Context: an optimization exercise on an open-source flow, tuned for small area, a short achievable clock period and few clock cycles per item. The choices shown serve that exercise and are no tape-out recipe. RTL that was checked went through simulation tests only; none was proved equivalent to the original. No activity file was given, so power comes from the tool's default toggle rates.

// lookup_cache_top
module lookup_cache_top (
    input  wire                      clk,
    input  wire                      rst,
    input  wire                      req_valid_i,
    input  wire  [20+(3 + 1 + 5 + 4)-1:0] req_i,
    output logic                     req_ready_o,
    output logic                     rsp_valid_o,
    output logic [20+(3 + 1 + 5 + 4)-1:0] rsp_o,
    input  wire                      rsp_ready_i,
    output logic                     c2a_vld_o,
    output logic [20-1:0]   c2a_info_o,
    output logic [10-1:0] c2a_req_id_o,
    input  wire                      a2c_rdy_i,
    input  wire                      a2c_rsp_vld_i,
    input  wire  [10-1:0] a2c_rsp_id_i,
    input  wire  [20-1:0]   a2c_rslt_i
);
For scale: about 3400 cells after synthesis, ~970 flip-flops, roughly 140 I/O pins.
clock: 7.5 ns
lec_check: 0
abc_area: 1
cap_margin: 20
core_margin: 2
core_utilization: 55
setup_slack_margin: 4.8
slew_margin: 20
standard.sh (not shown) runs the stock make flow with config.mk's settings and CLKGATE_MAP_FILE= SYNTH_SCRIPT=/design/flow/synth_recipe.tcl, a recipe that flattens the netlist after the stock synthesis.
==> flow/flow/run.sh <==
#!/bin/bash
# The standard layout, with plain buffers (buf_2) on the ports in place
# of the delay buffers buffer_ports picks by default, and clock tree
# synthesis without dummy loads. Everything else is the standard flow.
# The tool output goes to standard_flow.log here.
set -euo pipefail
export BUFFER_PORTS_ARGS="-buffer_cell sky130_fd_sc_hd__buf_2"
export CTS_ARGS="-sink_clustering_enable -repair_clock_nets -dont_use_dummy_load -sink_clustering_size 26 -sink_clustering_max_diameter 70 -buf_list sky130_fd_sc_hd__clkbuf_16"
bash standard.sh > standard_flow.log 2>&1
Testbench counts at the start, summed over its fixed seeds: cycles 8,451, items 8,000.
Change:
--- a/flow/config.mk
+++ b/flow/config.mk
@@ -7,3 +7,2 @@
 export LEC_CHECK = 0
-export ABC_AREA = 1
 export CAP_MARGIN = 20
@@ -11,3 +10,3 @@
 export CORE_UTILIZATION = 55
-export SETUP_SLACK_MARGIN = 4.8
+export SETUP_SLACK_MARGIN = 4.6
 export SLEW_MARGIN = 20
After rerunning: The changed run passed the timing, DRC and antenna checks; sequential share of layout area is higher by 3.0 points; sequential power went up by 11%; clock-buffer cell count falls by 2; design area is lower by 4.4%; sequential cell count does not change; worst setup slack degrades by 0.11 ns; worst hold slack degrades by 0.039 ns; fmax shrinks by 4.0%; non-clock buffer count shrinks by 14; die area went down by 4.2%.
Change:
--- a/flow/config.mk
+++ b/flow/config.mk
@@ -10,3 +10,3 @@
 export CORE_UTILIZATION = 55
-export SETUP_SLACK_MARGIN = 4.6
+export SETUP_SLACK_MARGIN = 4.8
 export SLEW_MARGIN = 20
Outcome: Combinational power is higher by about 5.5%. Non-clock buffer count came out higher by 27. Setup slack gets better by 0.094 ns. Area after synthesis is unchanged. Critical path depth went down by 6. Fmax rose by 3.4%. Count of clock-buffer cells in the layout does not change.
Change:
--- a/flow/config.mk
+++ b/flow/config.mk
@@ -9,4 +9,4 @@
 export CORE_MARGIN = 2
-export CORE_UTILIZATION = 55
-export SETUP_SLACK_MARGIN = 4.8
+export CORE_UTILIZATION = 50
+export SETUP_SLACK_MARGIN = 4.85
 export SLEW_MARGIN = 20
What happened:
- global-route usage drops by 2.5 points
- via count rises by about 1.3%
- core utilization shrinks by 5.3 points
- wire length grows by 4.0%
- count of clock-buffer cells in the layout grows by 2
- clock power rose by about 1%


Another version of the RTL of lookup_cache_top (not shown whole).
Size in the first run: roughly 2300 cells after synthesis, roughly 950 flip-flops, roughly 140 I/O pins, ~38000 sq um of cells after synthesis.
export LEC_CHECK = 0
export CAP_MARGIN = 20
export CORE_MARGIN = 2
export CORE_UTILIZATION = 55
export SETUP_SLACK_MARGIN = 4.8
export SLEW_MARGIN = 20
export TNS_END_PERCENT = 10
create_clock -name core_clock -period 7.5 [get_ports {clk}]
Scripts as last shown in full above: flow/flow/run.sh
Testbench counts at the start, summed over its fixed seeds: cycles 8,381, items 8,000.
Change:
- TNS_END_PERCENT: 10 -> not set
What happened: The changed run finished with timing, DRC and antenna clean; setup slack improved by 0.12 ns; power increases by 4.2%; core utilization increases by 1.3 points; design area increases by 2.1%.
Change:
- CORE_UTILIZATION: 55 -> 65
Outcome: Final area is lower by 0.52%; first-iteration DRC count went up by 16%; die area falls by 15%; worst setup slack gains 0.0087 ns; total power goes down by about 1.5%; hold slack gains 0.031 ns; non-clock buffer count increases by 5; combinational power decreases by about 2%.
Change:
- CORE_UTILIZATION: 65 -> 55
- SETUP_SLACK_MARGIN: 4.8 -> 4.6
- combinational power is lower by 3.5%
- synthesized cell count is unchanged
- total power is lower by 0.79%
- cell area is lower by 0.85%
- count of clock-buffer cells in the layout is higher by 3
- sequential power barely changes
- worst setup slack gets worse by 0.31 ns
- final cell count is higher by 2.1%
Change:
- SETUP_SLACK_MARGIN: 4.6 -> 5.0
- area after synthesis does not change
- cell count increases by 6.6%
- worst setup slack is better by 0.29 ns
- combinational power increases by 37%
- worst hold slack is better by 0.0059 ns
- register-to-register slack is better by 0.22 ns
- core utilization increases by 5.6 points


== job 8566 ==
Another version of the RTL of lookup_cache_top (not shown whole).
For scale: roughly 2300 cells after synthesis, about 140 I/O pins.
Settings: LEC_CHECK=0, CAP_MARGIN=20, CORE_MARGIN=2, CORE_UTILIZATION=55, SETUP_SLACK_MARGIN=4.3, SLEW_MARGIN=20; clock period 7.5 ns.
Scripts as last shown in full above: flow/flow/run.sh
Testbench counts of job 8566, summed over its fixed seeds: cycles 8,381, items 8,000.
For job 3250, these inputs were changed with respect to job 8566:
Settings: CTS_CLUSTER_DIAMETER now 80, previously not set; CORE_UTILIZATION now 40, was 55; CTS_BUF_LIST now sky130_fd_sc_hd__clkbuf_16, previously not set; CTS_CLUSTER_SIZE now 30, previously not set; SETUP_SLACK_MARGIN now 4.6, was 4.3.
--- a/flow/flow/run.sh
+++ b/flow/flow/run.sh
@@ -6,4 +6,4 @@
 set -euo pipefail
 export BUFFER_PORTS_ARGS="-buffer_cell sky130_fd_sc_hd__buf_2"
-export CTS_ARGS="-sink_clustering_enable -repair_clock_nets -dont_use_dummy_load -sink_clustering_size 26 -sink_clustering_max_diameter 70 -buf_list sky130_fd_sc_hd__clkbuf_16"
+export CTS_ARGS="-sink_clustering_enable -repair_clock_nets -dont_use_dummy_load -sink_clustering_size 30 -sink_clustering_max_diameter 80 -buf_list sky130_fd_sc_hd__clkbuf_16"
 bash standard.sh > standard_flow.log 2>&1
Results
Job 3250 reached the final stage; the timing, DRC and antenna checks on its layout passed.
Diff job 3250 and job 8566: ratio of final minimum period to clock period lower in job 3250
Going from job 8566 to job 3250, the die area was enlarged.
A start point of the critical path of a2c_rsp_id_i[0] is what job 8566 shows, while rsp_ready_i belongs to job 3250.
Changes observed in job 3250 relative to job 8566: initial antenna violation count -1; clock transition at the registers of the reported paths +0.02 ns.
Setup changes, job 3250 to job 7519
Settings: CTS_CLUSTER_SIZE no longer set, was 30; CTS_BUF_LIST no longer set, was sky130_fd_sc_hd__clkbuf_16; CTS_CLUSTER_DIAMETER no longer set, was 80; CORE_UTILIZATION now 55, was 40.
--- a/flow/flow/run.sh
+++ b/flow/flow/run.sh
@@ -6,4 +6,4 @@
 set -euo pipefail
 export BUFFER_PORTS_ARGS="-buffer_cell sky130_fd_sc_hd__buf_2"
-export CTS_ARGS="-sink_clustering_enable -repair_clock_nets -dont_use_dummy_load -sink_clustering_size 30 -sink_clustering_max_diameter 80 -buf_list sky130_fd_sc_hd__clkbuf_16"
+export CTS_ARGS="-sink_clustering_enable -repair_clock_nets -dont_use_dummy_load -sink_clustering_size 26 -sink_clustering_max_diameter 70 -buf_list sky130_fd_sc_hd__clkbuf_16"
 bash standard.sh > standard_flow.log 2>&1
[summary]
Job 7519 vs job 3250 — number of violations reported at the end of detailed-routing iteration 0 dropped 7.5%. Diff job 3250 -> job 7519: global-route wire length before repair went down; core occupancy in the finished layout went up; switching share of power did not really move. Between job 7519 and job 3250, the power share of the combinational group does not differ in any meaningful way. Lower fraction of layout instances using a drive strength above 1 goes to job 7519 over job 3250. | cell leakage power | job 7519 vs job 3250 | ≈ equal |. On share of final layout cell area taken by clock buffers and inverters: between job 7519 and job 3250, it ends up higher for job 7519. | global-route usage | higher: job 7519 |.


lookup_cache_top, a different RTL version from the one above (not shown whole).
For scale: roughly 2,200 cells after synthesis, roughly 990 flip-flops.
export LEC_CHECK = 0
export CAP_MARGIN = 20
export CORE_MARGIN = 2
export CORE_UTILIZATION = 40
export SETUP_SLACK_MARGIN = 4.6
export SLEW_MARGIN = 20
create_clock -name core_clock -period 7.5 [get_ports {clk}]
==> flow/flow/run.sh <==
#!/bin/bash
# The standard layout, with plain buffers (buf_2) on the ports in place
# of the delay buffers buffer_ports picks by default. Everything else is the
# standard flow. The tool output goes to standard_flow.log here.
set -euo pipefail
export BUFFER_PORTS_ARGS="-buffer_cell sky130_fd_sc_hd__buf_2"
bash standard.sh > standard_flow.log 2>&1
Next try:
==> flow/run.sh (new file) <==
#!/bin/bash
# synth_recipe.tcl (not shown) runs the flow's synth.tcl, then flattens the netlist and writes it again
# the make line also repeats each setting of config.mk as NAME=value (left out here)
make -C /OpenROAD-flow-scripts/flow DESIGN_CONFIG=/design/flow/config.mk WORK_HOME=/design/flow/orfs CLKGATE_MAP_FILE= SYNTH_SCRIPT=/design/flow/synth_recipe.tcl finish
removed: flow/flow/run.sh
removed: flow/standard.sh
Outcome: Worst setup slack is worse by 0.052 ns. Synthesized cell count stays the same. Global-route usage barely changes. Critical path depth is unchanged. Combinational power grows by about 0.8%. Via count decreases by 0.67%. Cell area grows by 0.50%. Utilization climbs by 0.23 points. Final cell count decreases by 0.32%. First-iteration DRC count came out lower by 20%. Synthesized area is unchanged.
No run of this note included a check of the RTL's function; only the layout flow was run.


The RTL this note starts from:
==> flow/design.v <==
`default_nettype none
package lkp_pkg;
    typedef logic [2-1:0] mshr_idx_t;
    typedef struct packed {
        logic [3-1:0] order_id;
        logic                    so;
        logic [5-1:0]   reg_entry;
        logic [4-1:0]   rob_entry;
    } lkp_meta_t;
    typedef struct packed {
        logic [20-1:0] key;
        lkp_meta_t              meta;
    } lkp_req_t;
    typedef struct packed {
        logic [20-1:0] result;
        lkp_meta_t              meta;
    } lkp_rsp_t;
    typedef struct packed {
        logic [20-1:0] key;
        mshr_idx_t              idx;
    } c2a_req_t;
    typedef enum logic [1:0] {
        S_IDLE,
        S_SEARCH,
        S_RESOLVE
    } slot_state_e;
endpackage
`default_nettype wire
`timescale 1ns/100ps
`default_nettype none
module lookup_cache_top (
    input  wire                      clk,
    input  wire                      rst,
    input  wire                      req_valid_i,
    input  wire  [20+(3 + 1 + 5 + 4)-1:0] req_i,
    output logic                     req_ready_o,
    output logic                     rsp_valid_o,
    output logic [20+(3 + 1 + 5 + 4)-1:0] rsp_o,
    input  wire                      rsp_ready_i,
    output logic                     c2a_vld_o,
    output logic [20-1:0]   c2a_info_o,
    output logic [10-1:0] c2a_req_id_o,
    input  wire                      a2c_rdy_i,
    input  wire                      a2c_rsp_vld_i,
    input  wire  [10-1:0] a2c_rsp_id_i,
    input  wire  [20-1:0]   a2c_rslt_i
);
    localparam int KW = 20;
    localparam int RW = 20;
    localparam int MW = (3 + 1 + 5 + 4);
    localparam int NE = 16;
    localparam int EW = 4;
    localparam int NS = 4;
    localparam int SW = 2;
    logic          sv_q, rv_q, tv_q, ready_q;
    logic [KW-1:0] skey_q, rkey_q, tkey_q;
    logic [MW-1:0] smeta_q, rmeta_q, tmeta_q;
    logic [NE-1:0] tm_q;             
    logic          thv_q, thp_q;     
    logic [NE-1:0] kv_q;             
    logic [NE-1:0] cv_q;             
    logic [KW-1:0] key_q  [NE];
    logic [RW-1:0] rslt_q [NE];
    logic [EW-1:0] ptr_q;            
    logic [NE-1:0] ptr_oh_q;         
    logic [NS-1:0] busy_q;
    logic [NS-1:0] rdy_q;            
    logic [EW-1:0] ent_q  [NS];
    logic [MW-1:0] meta_q [NS];
    logic          qv_q;
    logic [SW-1:0] qslot_q;
    logic [NE-1:0] qent_q;
    logic          av_q;
    logic [SW-1:0] aid_q;
    logic [RW-1:0] ard_q;
    logic          cvld_q;
    logic [KW-1:0] ckey_q;
    logic [SW-1:0] cid_q;
    logic          ov_q;
    logic [RW-1:0] ores_q;
    logic [MW-1:0] ometa_q;
    logic [NS-1:0] free_vec;
    logic [SW-1:0] fsel;
    logic          any_free;
    always_comb begin
        fsel = '0;
        for (int s = NS - 1; s >= 0; s--) begin
            if (!busy_q[s]) fsel = SW'(s);
        end
    end
    assign free_vec = ~busy_q;
    assign any_free = |free_vec;
    logic lk_ptr;
    always_comb begin
        lk_ptr = 1'b0;
        for (int s = 0; s < NS; s++) begin
            if (busy_q[s] && ent_q[s] == ptr_q) lk_ptr = 1'b1;
        end
    end
    logic o_free, c_free, t_miss;
    assign o_free = !ov_q || rsp_ready_i;
    assign c_free = !cvld_q || a2c_rdy_i;
    assign t_miss = !thv_q && !thp_q;
    logic s_fire;        
    logic h_fire;        
    logic p_fire;        
    logic a_fire;        
    logic skip;          
    logic t_free, r_free;
    assign s_fire = qv_q && o_free;
    assign h_fire = tv_q && thv_q && !qv_q && o_free;
    assign p_fire = tv_q && !t_miss && !h_fire && any_free;
    assign a_fire = tv_q && t_miss && any_free && c_free && !lk_ptr;
    assign skip   = tv_q && t_miss && lk_ptr;
    assign t_free = !tv_q || h_fire || p_fire || a_fire;
    assign r_free = !rv_q || t_free;
    assign req_ready_o = ready_q;
    logic [EW-1:0] a_ent;
    logic [NE-1:0] a_dec;
    assign a_ent = ent_q[aid_q];
    always_comb begin
        for (int e = 0; e < NE; e++) begin
            a_dec[e] = av_q && (a_ent == EW'(e));
        end
    end
    logic [EW-1:0] tm_idx;
    always_comb begin
        tm_idx = '0;
        for (int e = 0; e < NE; e++) begin
            if (tm_q[e]) tm_idx = tm_idx | EW'(e);
        end
    end
    logic          fwd_on, fwd_eq;
    logic [NE-1:0] m1, m1_v;
    assign fwd_on = tv_q && t_miss;
    assign fwd_eq = (tkey_q == rkey_q);
    always_comb begin
        for (int e = 0; e < NE; e++) begin
            if (fwd_on && ptr_oh_q[e]) begin
                m1[e]   = fwd_eq;
                m1_v[e] = 1'b0;
            end else begin
                m1[e]   = kv_q[e] && (key_q[e] == rkey_q);
                m1_v[e] = m1[e] && cv_q[e];
            end
        end
    end
    logic [NS-1:0] cand;
    logic [SW-1:0] pick;
    always_comb begin
        pick = '0;
        for (int s = 0; s < NS; s++) begin
            cand[s] = busy_q[s] && rdy_q[s] && !(qv_q && qslot_q == SW'(s));
        end
        for (int s = NS - 1; s >= 0; s--) begin
            if (cand[s]) pick = SW'(s);
        end
    end
    always_ff @(posedge clk or posedge rst) begin
        if (rst) begin
            sv_q   <= 1'b0;
            ready_q <= 1'b1;
            rv_q   <= 1'b0;
            tv_q   <= 1'b0;
            kv_q   <= '0;
            cv_q   <= '0;
            ptr_q  <= '0;
            ptr_oh_q <= NE'(1);
            busy_q <= '0;
            rdy_q  <= '0;
            qv_q   <= 1'b0;
            av_q   <= 1'b0;
            cvld_q <= 1'b0;
            ov_q   <= 1'b0;
        end else begin
            if (r_free) begin
                rv_q    <= sv_q || req_valid_i;
                sv_q    <= 1'b0;
                ready_q <= 1'b1;
            end else if (req_valid_i && !sv_q) begin
                sv_q    <= 1'b1;
                ready_q <= 1'b0;
            end
            if (t_free) begin
                tv_q <= rv_q;
            end
            av_q <= a2c_rsp_vld_i;
            cv_q <= cv_q | a_dec;
            if (a_fire) begin
                kv_q <= kv_q | ptr_oh_q;
                cv_q <= (cv_q | a_dec) & ~ptr_oh_q;
            end
            if (a_fire || skip) begin
                ptr_q    <= ptr_q + 1'b1;
                ptr_oh_q <= {ptr_oh_q[NE-2:0], ptr_oh_q[NE-1]};
            end
            for (int s = 0; s < NS; s++) begin
                if (av_q && busy_q[s] && ent_q[s] == a_ent) rdy_q[s] <= 1'b1;
            end
            if (s_fire) begin
                busy_q[qslot_q] <= 1'b0;
            end
            if (p_fire || a_fire) begin
                busy_q[fsel] <= 1'b1;
                rdy_q[fsel]  <= p_fire && |(tm_q & (cv_q | a_dec));
            end
            if (!qv_q || s_fire) begin
                qv_q <= |cand;
            end
            if (a_fire) begin
                cvld_q <= 1'b1;
            end else if (a2c_rdy_i) begin
                cvld_q <= 1'b0;
            end
            if (s_fire || h_fire) begin
                ov_q <= 1'b1;
            end else if (rsp_ready_i) begin
                ov_q <= 1'b0;
            end
        end
    end
    logic [NE-1:0] osel;
    logic [RW-1:0] omux;
    always_comb begin
        omux = '0;
        osel = qv_q ? qent_q : tm_q;
        for (int e = 0; e < NE; e++) begin
            if (osel[e]) omux = omux | rslt_q[e];
        end
    end
    always_ff @(posedge clk) begin
        if (!sv_q) begin
            skey_q  <= req_i[KW+MW-1:MW];
            smeta_q <= req_i[MW-1:0];
        end
        if (r_free) begin
            rkey_q  <= sv_q ? skey_q  : req_i[KW+MW-1:MW];
            rmeta_q <= sv_q ? smeta_q : req_i[MW-1:0];
        end
        if (t_free) begin
            tkey_q  <= rkey_q;
            tmeta_q <= rmeta_q;
            tm_q    <= m1;
            thv_q   <= |m1_v;
            thp_q   <= |(m1 & ~m1_v);
        end
        ard_q <= a2c_rslt_i;
        aid_q <= a2c_rsp_id_i[SW-1:0];
        for (int e = 0; e < NE; e++) begin
            if (a_dec[e]) rslt_q[e] <= ard_q;
        end
        for (int e = 0; e < NE; e++) begin
            if (a_fire && ptr_oh_q[e]) key_q[e] <= tkey_q;
        end
        if (p_fire || a_fire) begin
            ent_q[fsel]  <= a_fire ? ptr_q : tm_idx;
            meta_q[fsel] <= tmeta_q;
        end
        if (!qv_q || s_fire) begin
            qslot_q <= pick;
            for (int e = 0; e < NE; e++) begin
                qent_q[e] <= (ent_q[pick] == EW'(e));
            end
        end
        if (a_fire) begin
            ckey_q <= tkey_q;
            cid_q  <= fsel;
        end
        if (s_fire) begin
            ores_q  <= omux;
            ometa_q <= meta_q[qslot_q];
        end else if (h_fire) begin
            ores_q  <= omux;
            ometa_q <= tmeta_q;
        end
    end
    assign rsp_valid_o  = ov_q;
    assign rsp_o        = {ores_q, ometa_q};
    assign c2a_vld_o    = cvld_q;
    assign c2a_info_o   = ckey_q;
    assign c2a_req_id_o = {{(10 - SW){1'b0}}, cid_q};
endmodule
`default_nettype wire
Settings: LEC_CHECK=0, CAP_MARGIN=20, CORE_MARGIN=2, CORE_UTILIZATION=40, CTS_BUF_LIST=sky130_fd_sc_hd__clkbuf_8, CTS_CLUSTER_DIAMETER=50, CTS_CLUSTER_SIZE=10, SETUP_SLACK_MARGIN=4.6, SLEW_MARGIN=20; clock period 7.5 ns.
==> flow/flow/run.sh <==
#!/bin/bash
# The standard layout, with plain buffers (buf_2) on the ports in place
# of the delay buffers buffer_ports picks by default. Everything else is the
# standard flow. The tool output goes to standard_flow.log here.
set -euo pipefail
export BUFFER_PORTS_ARGS="-buffer_cell sky130_fd_sc_hd__buf_2"
bash standard.sh > standard_flow.log 2>&1
Edit:
- CTS_BUF_LIST: sky130_fd_sc_hd__clkbuf_8 -> sky130_fd_sc_hd__clkbuf_16
- CTS_CLUSTER_DIAMETER: 50 -> 60
- CTS_CLUSTER_SIZE: 10 -> 22
Outcome: The new run produced a clean layout; cell count shrinks by 1.4%; maximum frequency grows by about 2.6%; synthesized cell count stays the same.
No run of this note included a check of the RTL's function; only the layout flow was run.

[re-timing with driven ports]
No port has a modelled driver above. Below, the same layouts with a new extraction and two added sets of constraints. Step 1, drivers: a clkbuf_16 drives clk and a buf_2 each remaining input, both assumed. Step 2 adds t to the input delays and takes it off the output delays; t is the mean of the earliest and latest rising clock arrival at the registers after step 1. Input paths then give back, and output paths get back, about the clock's delay inside the block. Three values: ideal ports, drivers, drivers and shift; two values: the first two.
| run | t, ns | setup WS [ns] | worst setup path after step 2 | worst data-port slew with drivers (ns) | cell pins on the clock port's net |
|---|---|---|---|---|---|
| the first run of note 1 | 0.688 | 4.757 / 4.687 / 4.238 | input to register | 0.05 | 1 |
| the second run of note 1 | 0.673 | 4.643 / 4.643 / 4.296 | input to register | 0.12 | 1 |
| the third run of note 1 | 0.676 | 4.737 / 4.671 / 4.235 | input to register | 0.06 | 1 |
| the fourth run of note 1 | 0.670 | 4.706 / 4.646 / 4.313 | input to register | 0.05 | 1 |
| the first run of note 2 | 0.673 | 4.607 / 4.607 / 3.938 | input to register | 0.11 | 1 |
| the second run of note 2 | 0.679 | 4.728 / 4.666 / 4.071 | input to register | 0.11 | 1 |
| the third run of note 2 | 0.673 | 4.736 / 4.671 / 4.008 | input to register | 0.12 | 1 |
| the fourth run of note 2 | 0.681 | 4.429 / 4.437 / 3.756 | input to register | 0.11 | 1 |
| the fifth run of note 2 | 0.683 | 4.715 / 4.629 / 3.946 | input to register | 0.15 | 1 |
| job 8566 | 0.668 | 4.223 / 4.228 / 3.560 | input to register | 0.11 | 1 |
| job 3250 | 0.647 | 4.514 / 4.557 / 3.910 | input to register | 0.09 | 1 |
| job 7519 | 0.678 | 4.622 / 4.607 / 3.929 | input to register | 0.09 | 1 |
| the first run of note 4 | 0.726 | 4.608 / 4.608 / 4.057 | input to register | 0.06 | 1 |
| the second run of note 4 | 0.726 | 4.557 / 4.557 / 3.924 | input to register | 0.06 | 1 |
| the first run of note 5 | 0.827 | 4.519 / 4.519 / 3.968 | input to register | 0.06 | 1 |
| the second run of note 5 | 0.700 | 4.595 / 4.595 / 4.150 | input to register | 0.06 | 1 |
After both steps every run listed still meets setup and hold. For the fifth run of note 2, which loses most, drivers alone change the setup slack by -0.086 ns; drivers and shift together by -0.769 ns.
